Context: an optimization exercise on an open-source flow, tuned for small area, a short achievable clock period and few clock cycles per item. The choices shown serve that exercise and are no tape-out recipe. Only simulation tests tie the RTL to the original design; equivalence was not proved. Power figures rest on the tool's default switching activity, not on a simulated workload.

## harbor
==> flow/design.v <==
`timescale 1ns/1ps
module lbdrRoute (
  input  logic [7:0]            rxy,
  input  logic [3:0]            cx,
  input  logic [4-1:0]    curAddr,
  input  logic [4-1:0]    dstAddr,
  output logic [5-1:0] ports
);
  logic [1:0] xCur;
  logic [1:0] yCur;
  logic [1:0] xDst;
  logic [1:0] yDst;
  logic goN;
  logic goE;
  logic goW;
  logic goS;
  assign xCur = curAddr[1:0];
  assign yCur = curAddr[3:2];
  assign xDst = dstAddr[1:0];
  assign yDst = dstAddr[3:2];
  assign goN = (~yDst[1] & yCur[1]) | (~yDst[1] & ~yDst[0] & yCur[0]) | (~yDst[0] & yCur[1] & yCur[0]);
  assign goE = (~xCur[1] & xDst[1]) | (~xCur[1] & ~xCur[0] & xDst[0]) | (~xCur[0] & xDst[1] & xDst[0]);
  assign goW = (~xDst[1] & xCur[1]) | (~xDst[1] & ~xDst[0] & xCur[0]) | (~xDst[0] & xCur[1] & xCur[0]);
  assign goS = (~yCur[1] & yDst[1]) | (~yCur[1] & ~yCur[0] & yDst[0]) | (~yCur[0] & yDst[1] & yDst[0]);
  always_comb begin
    ports = '0;
    ports[0] = ((goN & ~goE & ~goW) | (goN & goE & rxy[0])
                    | (goN & goW & rxy[1])) & cx[0];
    ports[1] = ((goE & ~goN & ~goS) | (goE & goN & rxy[2])
                    | (goE & goS & rxy[3])) & cx[1];
    ports[2] = ((goW & ~goN & ~goS) | (goW & goN & rxy[4])
                    | (goW & goS & rxy[5])) & cx[2];
    ports[3] = ((goS & ~goE & ~goW) | (goS & goE & rxy[6])
                    | (goS & goW & rxy[7])) & cx[3];
    ports[4] = ~goN & ~goE & ~goW & ~goS;
  end
endmodule
`timescale 1ns/1ps
module meshRouter (
  input  logic                           clk,
  input  logic                           rst,
  input  logic [7:0]                     rxyInit,
  input  logic [3:0]                     cxInit,
  input  logic [4-1:0]             curAddrInit,
  input  logic [5-1:0]          inValid,
  input  logic [5*16-1:0]  inFlit,
  output logic [5-1:0]          inReady,
  output logic [5-1:0]          outValid,
  output logic [5*16-1:0]  outFlit
);
  localparam int NP = 5;
  localparam int FW = 16;
  logic [7:0] rxy;
  logic [3:0] cx;
  logic [4-1:0] curAddr;
  logic [NP*FW-1:0] dat;
  logic [NP-1:0] vld;
  logic [NP-1:0] drp;
  logic [NP*NP-1:0] sel;
  logic [NP-1:0] rdy;
  logic [NP*NP-1:0] rte;
  logic [NP-1:0] scan;
  logic [4-1:0] scanDst;
  logic [NP-1:0] scanRte;
  logic [NP*NP-1:0] newRte;
  logic [NP-1:0] acc;
  logic [NP-1:0] hdrIn;
  logic [NP-1:0] tailIn;
  logic [NP-1:0] bnd;
  logic [NP-1:0] waiting;
  logic [NP-1:0] tailOut;
  logic [NP-1:0] rel;
  logic [NP-1:0] busy;
  logic [NP*NP-1:0] req;
  logic [NP*NP-1:0] gnt;
  logic [NP*NP-1:0] selNext;
  logic [NP-1:0] vldNext;
  logic [NP-1:0] drpNext;
  always_ff @(posedge clk) begin
    if (rst) begin
      rxy <= rxyInit;
      cx <= cxInit;
      curAddr <= curAddrInit;
    end
  end
  for (genvar g = 0; g < NP; g++) begin : gRoute
    lbdrRoute lbdr (
      .rxy(rxy), .cx(cx), .curAddr(curAddr),
      .dstAddr(inFlit[g*FW + FW-4 -: 4]),
      .ports(newRte[g*NP +: NP])
    );
  end
  always_ff @(posedge clk) begin
    if (rst) begin
      scan <= NP'(1);
    end else begin
      scan <= {scan[NP-2:0], scan[NP-1]};
    end
  end
  always_comb begin
    scanDst = '0;
    for (int i = 0; i < NP; i++) begin
      scanDst = scanDst | ({4{scan[i]}} & dat[i*FW + FW-4 -: 4]);
    end
  end
  lbdrRoute lbdrHeld (
    .rxy(rxy), .cx(cx), .curAddr(curAddr),
    .dstAddr(scanDst),
    .ports(scanRte)
  );
  always_comb begin
    for (int i = 0; i < NP; i++) begin
      rte[i*NP +: NP] = scan[i] ? scanRte : '0;
    end
  end
  always_comb begin
    for (int i = 0; i < NP; i++) begin
      hdrIn[i] = (inFlit[i*FW + FW-1 -: 3] == 3'd1);
      tailIn[i] = (inFlit[i*FW + FW-1 -: 3] == 3'd3);
      tailOut[i] = (dat[i*FW + FW-1 -: 3] == 3'd3);
      bnd[i] = 1'b0;
      for (int o = 0; o < NP; o++) bnd[i] = bnd[i] | sel[o*NP + i];
      waiting[i] = vld[i] & ~bnd[i];
      rdy[i] = ~waiting[i];
      acc[i] = inValid[i] & rdy[i];
    end
    for (int i = 0; i < NP; i++) begin
      for (int o = 0; o < NP; o++) begin
        req[o*NP + i] = (acc[i] & hdrIn[i] & newRte[i*NP + o]) | (waiting[i] & rte[i*NP + o]);
      end
    end
    for (int o = 0; o < NP; o++) begin
      busy[o] = |sel[o*NP +: NP];
      rel[o] = |(sel[o*NP +: NP] & vld & tailOut);
    end
    for (int o = 0; o < NP; o++) begin
      for (int i = 0; i < NP; i++) begin
        gnt[o*NP + i] = req[o*NP + i] & (~busy[o] | rel[o]);
        for (int j = 0; j < i; j++) begin
          gnt[o*NP + i] = gnt[o*NP + i] & ~req[o*NP + j];
        end
      end
      selNext[o*NP +: NP] = (rel[o] ? '0 : sel[o*NP +: NP]) | gnt[o*NP +: NP];
    end
    for (int i = 0; i < NP; i++) begin
      if (acc[i]) begin
        if (hdrIn[i]) begin
          drpNext[i] = ~|newRte[i*NP +: NP];
        end else begin
          drpNext[i] = drp[i] & ~tailIn[i];
        end
        vldNext[i] = ~drpNext[i] & ~(drp[i] & ~hdrIn[i]);
      end else begin
        drpNext[i] = drp[i];
        vldNext[i] = waiting[i];
      end
    end
  end
  always_ff @(posedge clk) begin
    if (rst) begin
      vld <= '0;
      drp <= '0;
      sel <= '0;
    end else begin
      vld <= vldNext;
      drp <= drpNext;
      sel <= selNext;
    end
  end
  always_ff @(posedge clk) begin
    for (int i = 0; i < NP; i++) begin
      if (acc[i]) begin
        dat[i*FW +: FW] <= inFlit[i*FW +: FW];
      end
    end
  end
  assign inReady = rdy;
  always_comb begin
    for (int o = 0; o < NP; o++) begin
      outValid[o] = |(sel[o*NP +: NP] & vld);
      outFlit[o*FW +: FW] = '0;
      for (int i = 0; i < NP; i++) begin
        outFlit[o*FW +: FW] = outFlit[o*FW +: FW] | ({FW{sel[o*NP + i]}} & dat[i*FW +: FW]);
      end
    end
  end
endmodule
`timescale 1ns/1ps
module nocRouter (
  input  logic                           clk,
  input  logic                           rst,
  input  logic [7:0]                     rxyInit,
  input  logic [3:0]                     cxInit,
  input  logic [4-1:0]             curAddrInit,
  input  logic [5-1:0]          inValid,
  input  logic [5*16-1:0]  inFlit,
  output logic [5-1:0]          inReady,
  output logic [5-1:0]          outValid,
  output logic [5*16-1:0]  outFlit
);
  meshRouter router0 (
    .clk(clk), .rst(rst),
    .rxyInit(rxyInit), .cxInit(cxInit), .curAddrInit(curAddrInit),
    .inValid(inValid), .inFlit(inFlit),
    .inReady(inReady), .outValid(outValid), .outFlit(outFlit)
  );
endmodule
export LEC_CHECK = 0
export CAP_MARGIN = 20
export CORE_MARGIN = 2
export CORE_UTILIZATION = 40
export SETUP_SLACK_MARGIN = 3.0
export SLEW_MARGIN = 20
create_clock -name core_clock -period 6.0 [get_ports {clk}]
standard.sh (not shown) runs the stock make flow with config.mk's settings and CLKGATE_MAP_FILE= SYNTH_SCRIPT=/design/flow/synth_recipe.tcl, a recipe that flattens the netlist after the stock synthesis.
==> flow/flow/run.sh <==
#!/bin/bash
# Standard layout, with plain buf_1 cells as the port buffers instead of the default choice
export BUFFER_PORTS_ARGS="-buffer_cell sky130_fd_sc_hd__buf_1"
bash standard.sh > standard.log 2>&1
Testbench counts of harbor, summed over its fixed seeds: cycles 1,164, flits 5,366.
## Diff of input files: juniper against harbor
diff --git a/flow/design.v b/flow/design.v
--- a/flow/design.v
+++ b/flow/design.v
@@ -58,11 +58,8 @@
   logic [NP-1:0] drp;
   logic [NP*NP-1:0] sel;
   logic [NP-1:0] rdy;
   logic [NP*NP-1:0] rte;
-  logic [NP-1:0] scan;
-  logic [4-1:0] scanDst;
-  logic [NP-1:0] scanRte;
   logic [NP*NP-1:0] newRte;
   logic [NP-1:0] acc;
   logic [NP-1:0] hdrIn;
   logic [NP-1:0] tailIn;
@@ -88,31 +85,13 @@
       .rxy(rxy), .cx(cx), .curAddr(curAddr),
       .dstAddr(inFlit[g*FW + FW-4 -: 4]),
       .ports(newRte[g*NP +: NP])
     );
-  end
-  always_ff @(posedge clk) begin
-    if (rst) begin
-      scan <= NP'(1);
-    end else begin
-      scan <= {scan[NP-2:0], scan[NP-1]};
-    end
-  end
-  always_comb begin
-    scanDst = '0;
-    for (int i = 0; i < NP; i++) begin
-      scanDst = scanDst | ({4{scan[i]}} & dat[i*FW + FW-4 -: 4]);
-    end
-  end
-  lbdrRoute lbdrHeld (
-    .rxy(rxy), .cx(cx), .curAddr(curAddr),
-    .dstAddr(scanDst),
-    .ports(scanRte)
-  );
-  always_comb begin
-    for (int i = 0; i < NP; i++) begin
-      rte[i*NP +: NP] = scan[i] ? scanRte : '0;
-    end
+    lbdrRoute lbdrHeld (
+      .rxy(rxy), .cx(cx), .curAddr(curAddr),
+      .dstAddr(dat[g*FW + FW-4 -: 4]),
+      .ports(rte[g*NP +: NP])
+    );
   end
   always_comb begin
     for (int i = 0; i < NP; i++) begin
       hdrIn[i] = (inFlit[i*FW + FW-1 -: 3] == 3'd1);
@@ -168,9 +147,9 @@
     end
   end
   always_ff @(posedge clk) begin
     for (int i = 0; i < NP; i++) begin
-      if (acc[i]) begin
+      if (rdy[i]) begin
         dat[i*FW +: FW] <= inFlit[i*FW +: FW];
       end
     end
   end
--- outcome ---
Total of max-cap violations came out exactly the same in harbor and juniper. input port to flop as the classification of the worst setup path was reported by harbor, and flop to primary output by juniper. The final layout from juniper, which completed every stage, passed the timing, DRC and antenna checks at the end of the flow. Between harbor and juniper, pre-CTS setup slack increased. Global-route usage, harbor and juniper: higher on juniper. Re horizontal extent of the die: juniper is 3.7% up on harbor. Between harbor and juniper, smallest hold slack is higher for harbor, juniper comes in under that. Path length in cells of the critical path: juniper vs harbor down 5. The top achievable clock speed was comparable across harbor and juniper. Summary of juniper over harbor: part of the power in combinational logic higher; basic-gate share of the synthesized area counting and, or, nand and nor cells saw an increase; number of hold violations in the final report neither gained nor lost much; share of final layout cell area taken by non-clock buffers rose by 1.4 points. Relative to harbor, the number of vias per cell after detailed routing of juniper is higher by 3.9%. The higher post-detailed-routing wire length came out of juniper.
Testbench counts of juniper, summed over its fixed seeds: cycles 1,164, flits 5,366.

## port drivers added, routing unchanged
In the flow no input, the clock included, has a driving cell. The finished layouts below were timed again as built, in two steps.
Step 1: set_driving_cell puts a clkbuf_16 on clk and a buf_2 on each other input, an assumption about the parent block.
Step 2 adds t to the input delays and takes it off the output delays; t is the mean of the earliest and latest rising clock arrival at the registers after step 1. Input paths then give back, and output paths get back, about the clock's delay inside the block.
Three values: ideal, step 1, step 2; two values: the first two.
run | shift t [ns] | setup slack, ns | worst hold slack (ns) | slew at the worst register clock pin (ns)
harbor | 0.475 | 3.006 / 2.963 / 2.557 | 0.491 / 0.491 / 0.491 | 0.06 / 0.06
juniper | 0.477 | 3.007 / 2.958 / 2.786 | 0.481 / 0.481 / 0.481 | 0.07 / 0.07
After both steps setup and hold are still met in every run listed. The setup slack of harbor, which loses most, moves by -0.043 ns with the drivers and by -0.449 ns with both steps.
